From an optimization exercise on the open Yosys and OpenROAD flow, aimed at small area; shortcuts taken in it are not production practice. In this exercise RTL edits were held to simulation tests only and were not proved equivalent to the original. Power is estimated from default activity; no workload was simulated.

`flow/design.v`:
```
`default_nettype none
module crack_sched #(
    parameter int NENG = 2
) (
    input  logic                clk,
    input  logic                rst_n,
    input  logic                en,
    output logic                rdy,
    output logic [23:0]         key,
    output logic                key_valid,
    output logic [7:0]          ct_addr,
    input  logic [7:0]          ct_rddata,
    output logic [NENG-1:0]     eng_en,
    input  logic [NENG-1:0]     eng_rdy,
    input  logic [24*NENG-1:0]  eng_key,
    input  logic [NENG-1:0]     eng_key_valid,
    input  logic [8*NENG-1:0]   eng_ct_addr,
    output logic [8*NENG-1:0]   eng_ct_rddata
);
    typedef enum logic [1:0] {
        IDLE   = 2'd0,
        COPY   = 2'd1,
        LAUNCH = 2'd2,
        RUN    = 2'd3
    } state_t;
    state_t            state_q, state_d;
    logic [7:0]        ct_addr_q, ct_addr_d;
    logic [7:0]        wr_addr_q, wr_addr_d;
    logic [7:0]        len_q, len_d;
    logic              first_q, first_d;
    logic              skip_q, skip_d;
    logic [NENG-1:0]   done_q, done_d;
    logic [NENG-1:0]   eng_en_q, eng_en_d;
    logic [23:0]       key_q, key_d;
    logic              key_valid_q, key_valid_d;
    logic [8*NENG-1:0] eng_ct_rddata_q, eng_ct_rddata_d;
    logic              buf_we;
    logic [7:0]        buf_waddr;
    logic [7:0]        buf_wdata;
    logic [7:0]        len_eff;
    logic [NENG-1:0]   done_now;
    logic [NENG-1:0]   hit;
    logic [23:0]       key_sel;
    logic [7:0]        ct_buf [256];
    always_comb begin
        state_d     = state_q;
        ct_addr_d   = ct_addr_q;
        wr_addr_d   = wr_addr_q;
        len_d       = len_q;
        first_d     = first_q;
        skip_d      = skip_q;
        done_d      = done_q;
        eng_en_d    = '0;
        key_d       = key_q;
        key_valid_d = key_valid_q;
        buf_we      = 1'b0;
        buf_waddr   = wr_addr_q;
        buf_wdata   = ct_rddata;
        len_eff     = (wr_addr_q == 8'd0) ? ct_rddata : len_q;
        done_now    = done_q | (skip_q ? {NENG{1'b0}} : eng_rdy);
        hit         = done_now & eng_key_valid;
        key_sel     = '0;
        for (int i = NENG - 1; i >= 0; i--) begin
            if (hit[i]) key_sel = eng_key[24*i +: 24];
        end
        case (state_q)
            IDLE: begin
                if (en) begin
                    state_d     = COPY;
                    ct_addr_d   = 8'd0;
                    wr_addr_d   = 8'd0;
                    len_d       = 8'd0;
                    first_d     = 1'b1;
                    key_d       = '0;
                    key_valid_d = 1'b0;
                end
            end
            COPY: begin
                if (first_q) begin
                    first_d   = 1'b0;
                    ct_addr_d = ct_addr_q + 8'd1;
                end else begin
                    buf_we = 1'b1;
                    if (wr_addr_q == 8'd0) len_d = ct_rddata;
                    if (wr_addr_q == len_eff) begin
                        state_d = LAUNCH;
                    end else begin
                        wr_addr_d = wr_addr_q + 8'd1;
                        if (ct_addr_q != len_eff) ct_addr_d = ct_addr_q + 8'd1;
                    end
                end
            end
            LAUNCH: begin
                if (|eng_en_q) begin
                    state_d = RUN;
                    skip_d  = 1'b1;
                    done_d  = '0;
                end else if (&eng_rdy) begin
                    eng_en_d = '1;
                end
            end
            RUN: begin
                skip_d = 1'b0;
                done_d = done_now;
                if (|hit) begin
                    key_d       = key_sel;
                    key_valid_d = 1'b1;
                    state_d     = IDLE;
                end else if (&done_now) begin
                    key_d       = '0;
                    key_valid_d = 1'b0;
                    state_d     = IDLE;
                end
            end
            default: state_d = IDLE;
        endcase
    end
    generate
        for (genvar g = 0; g < NENG; g++) begin : g_rd_port
            assign eng_ct_rddata_d[8*g +: 8] = ct_buf[eng_ct_addr[8*g +: 8]];
        end
    endgenerate
    always_ff @(posedge clk) begin
        if (buf_we) ct_buf[buf_waddr] <= buf_wdata;
    end
    always_ff @(posedge clk or negedge rst_n) begin
        if (!rst_n) begin
            state_q         <= IDLE;
            ct_addr_q       <= '0;
            wr_addr_q       <= '0;
            len_q           <= '0;
            first_q         <= 1'b0;
            skip_q          <= 1'b0;
            done_q          <= '0;
            eng_en_q        <= '0;
            key_q           <= '0;
            key_valid_q     <= 1'b0;
            eng_ct_rddata_q <= '0;
        end else begin
            state_q         <= state_d;
            ct_addr_q       <= ct_addr_d;
            wr_addr_q       <= wr_addr_d;
            len_q           <= len_d;
            first_q         <= first_d;
            skip_q          <= skip_d;
            done_q          <= done_d;
            eng_en_q        <= eng_en_d;
            key_q           <= key_d;
            key_valid_q     <= key_valid_d;
            eng_ct_rddata_q <= eng_ct_rddata_d;
        end
    end
    assign rdy           = (state_q == IDLE);
    assign key           = key_q;
    assign key_valid     = key_valid_q;
    assign ct_addr       = ct_addr_q;
    assign eng_en        = eng_en_q;
    assign eng_ct_rddata = eng_ct_rddata_q;
endmodule
`default_nettype wire
```
`flow/run.sh`:
```
#!/bin/bash
# synth_recipe.tcl (not shown) runs the flow's synth.tcl, then flattens the netlist and writes it again
# the make line also repeats each setting of config.mk as NAME=value (left out here)
make -C /OpenROAD-flow-scripts/flow DESIGN_CONFIG=/design/flow/config.mk WORK_HOME=/design/flow/orfs CLKGATE_MAP_FILE= SYNTH_SCRIPT=/design/flow/synth_recipe.tcl finish
```
`flow/config.mk`:
```
export PLATFORM = sky130hd
export DESIGN_NAME = crack_sched
export DESIGN_NICKNAME = crack_sched
export VERILOG_FILES = /design/flow/design.v
export SDC_FILE = /design/flow/constraint.sdc
export NUM_CORES = 4
export LEC_CHECK = 0
export CAP_MARGIN = 20
export CORE_MARGIN = 2
export CORE_UTILIZATION = 40
export SLEW_MARGIN = 20
```
`flow/constraint.sdc`:
```
create_clock -name core_clock -period 5.0 [get_ports {clk}]
set_input_delay 1.0000 -clock core_clock [delete_from_list [all_inputs] [get_ports {clk}]]
set_output_delay 1.0000 -clock core_clock [all_outputs]
set_load 0.01 [all_outputs]
```
==> run summary <==
-- synthesized netlist by cell type (23+ instances only) --
library cell / number / share of area
o22a_1: 32 / 0.0028
edfxtp_1: 2048 / 0.62
o31ai_1: 24 / 0.0018
a22oi_1: 137 / 0.010
nor3_1: 41 / 0.0021
or4_1: 49 / 0.0037
a21oi_1: 151 / 0.0077
mux2_2: 82 / 0.0093
a211oi_1: 70 / 0.0053
o21ai_0: 116 / 0.0059
dfrtp_1: 72 / 0.018
buf_2: 131 / 0.0066
clkbuf_1: 245 / 0.0093
buf_1: 51 / 0.0019
o22ai_1: 153 / 0.0097
nor2_1: 328 / 0.012
nand3_1: 95 / 0.0048
a22o_1: 46 / 0.0041
nor2b_1: 57 / 0.0036
mux2i_1: 430 / 0.044
nand4_1: 23 / 0.0015
nand2_1: 134 / 0.0051
mux4_2: 816 / 0.19
a221oi_1: 36 / 0.0032
buf_4: 25 / 0.0019
-- worst reg2reg max path, stage by stage (launching register included) --
cell and delay [ns]:
dfrtp_1 0.42, inv_1 0.12, ha_1 0.21, nor2b_1 0.50, nor2b_1 0.61, nand2_2 0.75, nor2_1 0.82, buf_4 0.27
-- metrics by stage --
stage	area, µm²	TNS [ns]
floorplan	98800	0
global placement	106000	-0.847
detailed placement	106000	0
CTS	114000	0
global route	114000	0
finish	114000	0
-- cell type report --
type,instances,area share
inverter,19,0.000628
clock inverter,113,0.0113
clock buffer,292,0.0529
sequential,2120,0.557
timing repair buffer,586,0.0465
antenna,7,0.000154
tap,3220,0.0355
multi-input combinational,3011,0.296
-- sequential cells by signal, summed over array words and instances (netlist names) --
register / cells
ct_addr_q: 8
eng_ct_rddata_q: 16
key_valid_q: 1
len_q: 8
wr_addr_q: 8
key_q: 24
first_q: 1
skip_q: 1
eng_en_q: 1
state_q: 2
ct_buf: 2048
done_q: 2
-- routing by layer --
layer | wire length (µm) | vias to the layer above | GRT usage
met5 | 162 | - | 0.00251
met4 | 13600 | 12 | 0.0965
met3 | 35100 | 594 | 0.0631
met2 | 149000 | 3566 | 0.394
met1 | 125000 | 31800 | 0.347
li1 | - | 24300 | -
-- power breakdown --
group	switching, µW	leakage (µW)	internal [µW]
sequential	190	0.0193	19700
clock	6950	0.00356	9820
combinational	2690	0.0138	1660
total	9840	0.0367	31100
-- logic make-up (layout without fill, tap and decap cells) --
family,count (synthesis),count (layout),synth area share
simple gates,818,818,0.0397
compound gates,839,839,0.0570
flops,2120,2120,0.641
xor+xnor,15,15,0.00133
fa+ha+maj,11,11,0.00139
other cells,0,7,0
mux,1328,1328,0.239
buf+inv,473,1010,0.0207
-- path summary, 6_finish.rpt --
path | cells after the start | endpoint | slack (ns)
setup reg to reg | 7 | ct_buf[160][0] | 0.99
min in group core_clock | 2 | key_q[8] | 0.47
setup / recovery | 9 | eng_ct_rddata_q[4] | 0.81
hold / removal | 1 | key_q[19] | 0.16
max in group asynchronous | 2 | eng_ct_rddata_q[15] | 3.85
hold reg to reg | 2 | key_q[8] | 0.47
==> reports/metrics.csv <==
stage,metric,value,unit
floorplan,Die Ht,501,µm
global_route,vias in the first global route,60200,
route,Vias,60300,
clock_network,Post-CTS Hold Fix Bufs,0,
finish,area of the multi-input gates,33600,µm²
sta,maximum clock frequency,0.239,GHz
finish,layout cells sized above 1,0.282,
logic_synthesis,Yosys reg bits,2120,
power_and_ir_drop,Leakage Power,0.0367,µW
global_route,first-pass GRT wire length,454000,µm
sta,worst clock skew,0.0340,ns
worst_setup_path,Critical Path Source Type,primary input,
global_route,antenna violations before repair,20,
finish,FILL cells,20700,
sta,fin crit share,0.837,
sta,worst setup margin,0.815,ns
run_status,run status,no timing/DRC/antenna violations,
sta,Worst Tran Pin Value,1.25,ns
route,DRT iter0 DRCs,8634,
worst_setup_path,Crit-path slowest cell,nor4_2,
logic_synthesis,syn_nets,5694,
worst_setup_path,CP max FO,66,
placed_design,setup slack at placement,0.0877,ns
power_and_ir_drop,Pwr Total,41000,µW
finish,"most common cell after layout, fill and taps aside",edfxtp_1,
sta,Hold WS,0.159,ns
clock_network,CTS max path bufs,3,
sta,RSZ-0062 raised after global routing,no,
worst_setup_path,crit path from,eng_ct_addr[1],
logic_synthesis,fraction of registers with async set or reset after synthesis,0.0340,
clock_network,TritonCTS clock tree,yes,
route,Antenna Nets Post-Route,0,
finish,Seq. cell area,63300,µm²
route,vias per cell,6.44,
route,Residual DRC,0,
sta,final setup fails,0,
clock_network,clk slew on worst S/H paths,0.06,ns
placed_design,GP Congestion,0.969,
logic_synthesis,"EDFF count, synth",2048,
floorplan,Starting Density,0.402,
clock_network,Post-CTS Resized,0,
sta,fin. max-slew vios,0,
route,DRT Pass-1 Iters,5,
worst_hold_path,Hold Path Class,primary input to async pin,
global_route,GRT overflow,0,
clock_network,Sink Count,2120,
finish,Layout Utilization,0.462,
clock_network,CTS root buf,clkbuf_16,
placed_design,placed insts,8956,
clock_network,Clock Latency Late Sink,0.89,ns
placed_design,Port Buffer Count,130,
worst_setup_path,delay of the slowest cell on the worst path,1.08,ns
global_route,Total GRT Usage,0.254,
floorplan,# rows,182,
floorplan,die footprint,251000,µm²
worst_setup_path,reg-to-reg critical path startpoint,state_q[1],
finish,fin nets,6048,
worst_setup_path,crit end category,flip-flop,
logic_synthesis,sequential-to-total area share from yosys stat,0.641,
logic_synthesis,Synth cell types,63,
sta,Rel. slew slack,0.161,
sta,minimum clock period,4.19,ns
finish,"non-filler cells, final",9368,
logic_synthesis,post-synthesis area per instance,17.6,µm²
worst_setup_path,critical path arrival,4.85,ns
logic_synthesis,"Cell Area, Synth",98800,µm²
worst_setup_path,WS Path Type,primary input to flip-flop,
finish,most frequent cells in the layout,"edfxtp_1 (2048), mux4_2 (816), mux2i_1 (430)",
route,Post-Route WL,323000,µm
worst_setup_path,Worst Path Buf+Inv,3,
logic_synthesis,synthesized instance count,5604,
logic_synthesis,yosys synthesis warning count,1,
sta,"Hold Vio Cnt, Final",0,
worst_setup_path,CP cell instances,buf_8 > buf_12 > buf_4 > mux4_2 > o22a_1 > o21ai_0 > nor3_1 > nor4_2 > a21oi_1,
power_and_ir_drop,peak supply drop,0.311,mV
floorplan,# IOs,131,
route,Avg WL per Cell,34.4,µm
worst_setup_path,WP data required,5.67,ns
finish,synth-to-layout area growth,15.0,%
global_route,largest net degree at the start of global routing,158,
power_and_ir_drop,P per Cell Area,361,nW/µm²
worst_setup_path,Crit path max-delay family,simple AND/OR/NAND/NOR gates,
floorplan,CORE AREA,246000,µm²
placed_design,hpwl dp,216000,µm
clock_network,setup bufs post-CTS,0,
floorplan,die width,501,µm
job,max_cap viols,0,
clock_network,Max H-tree Level,4,
clock_network,TritonCTS Buffers,220,
logic_synthesis,"Primary FF master, synth",edfxtp_1,

-- port drivers added, routing unchanged --
The flow's constraints put no driver on any port. The routed layout listed below was extracted and timed again, unchanged, in two steps.
Step 1, drivers: a clkbuf_16 drives clk and a buf_2 each remaining input, both assumed.
Step 2 times the ports against the registers' clock, not the clock port: input delays grow and output delays shrink by t, the midpoint of the rising clock arrivals with the driver on.
a / b / c = ideal ports / drivers / drivers and shift; a / b = the first two.
shift t [ns]: 0.960
setup WS [ns]: 0.815 / 0.825 / -0.135
worst slew at a driven data input, ns: 0.09
Met with ideal ports but missed after step 2: setup timing in this run. For this run, drivers alone change the setup slack by +0.010 ns; drivers and shift together by -0.950 ns.
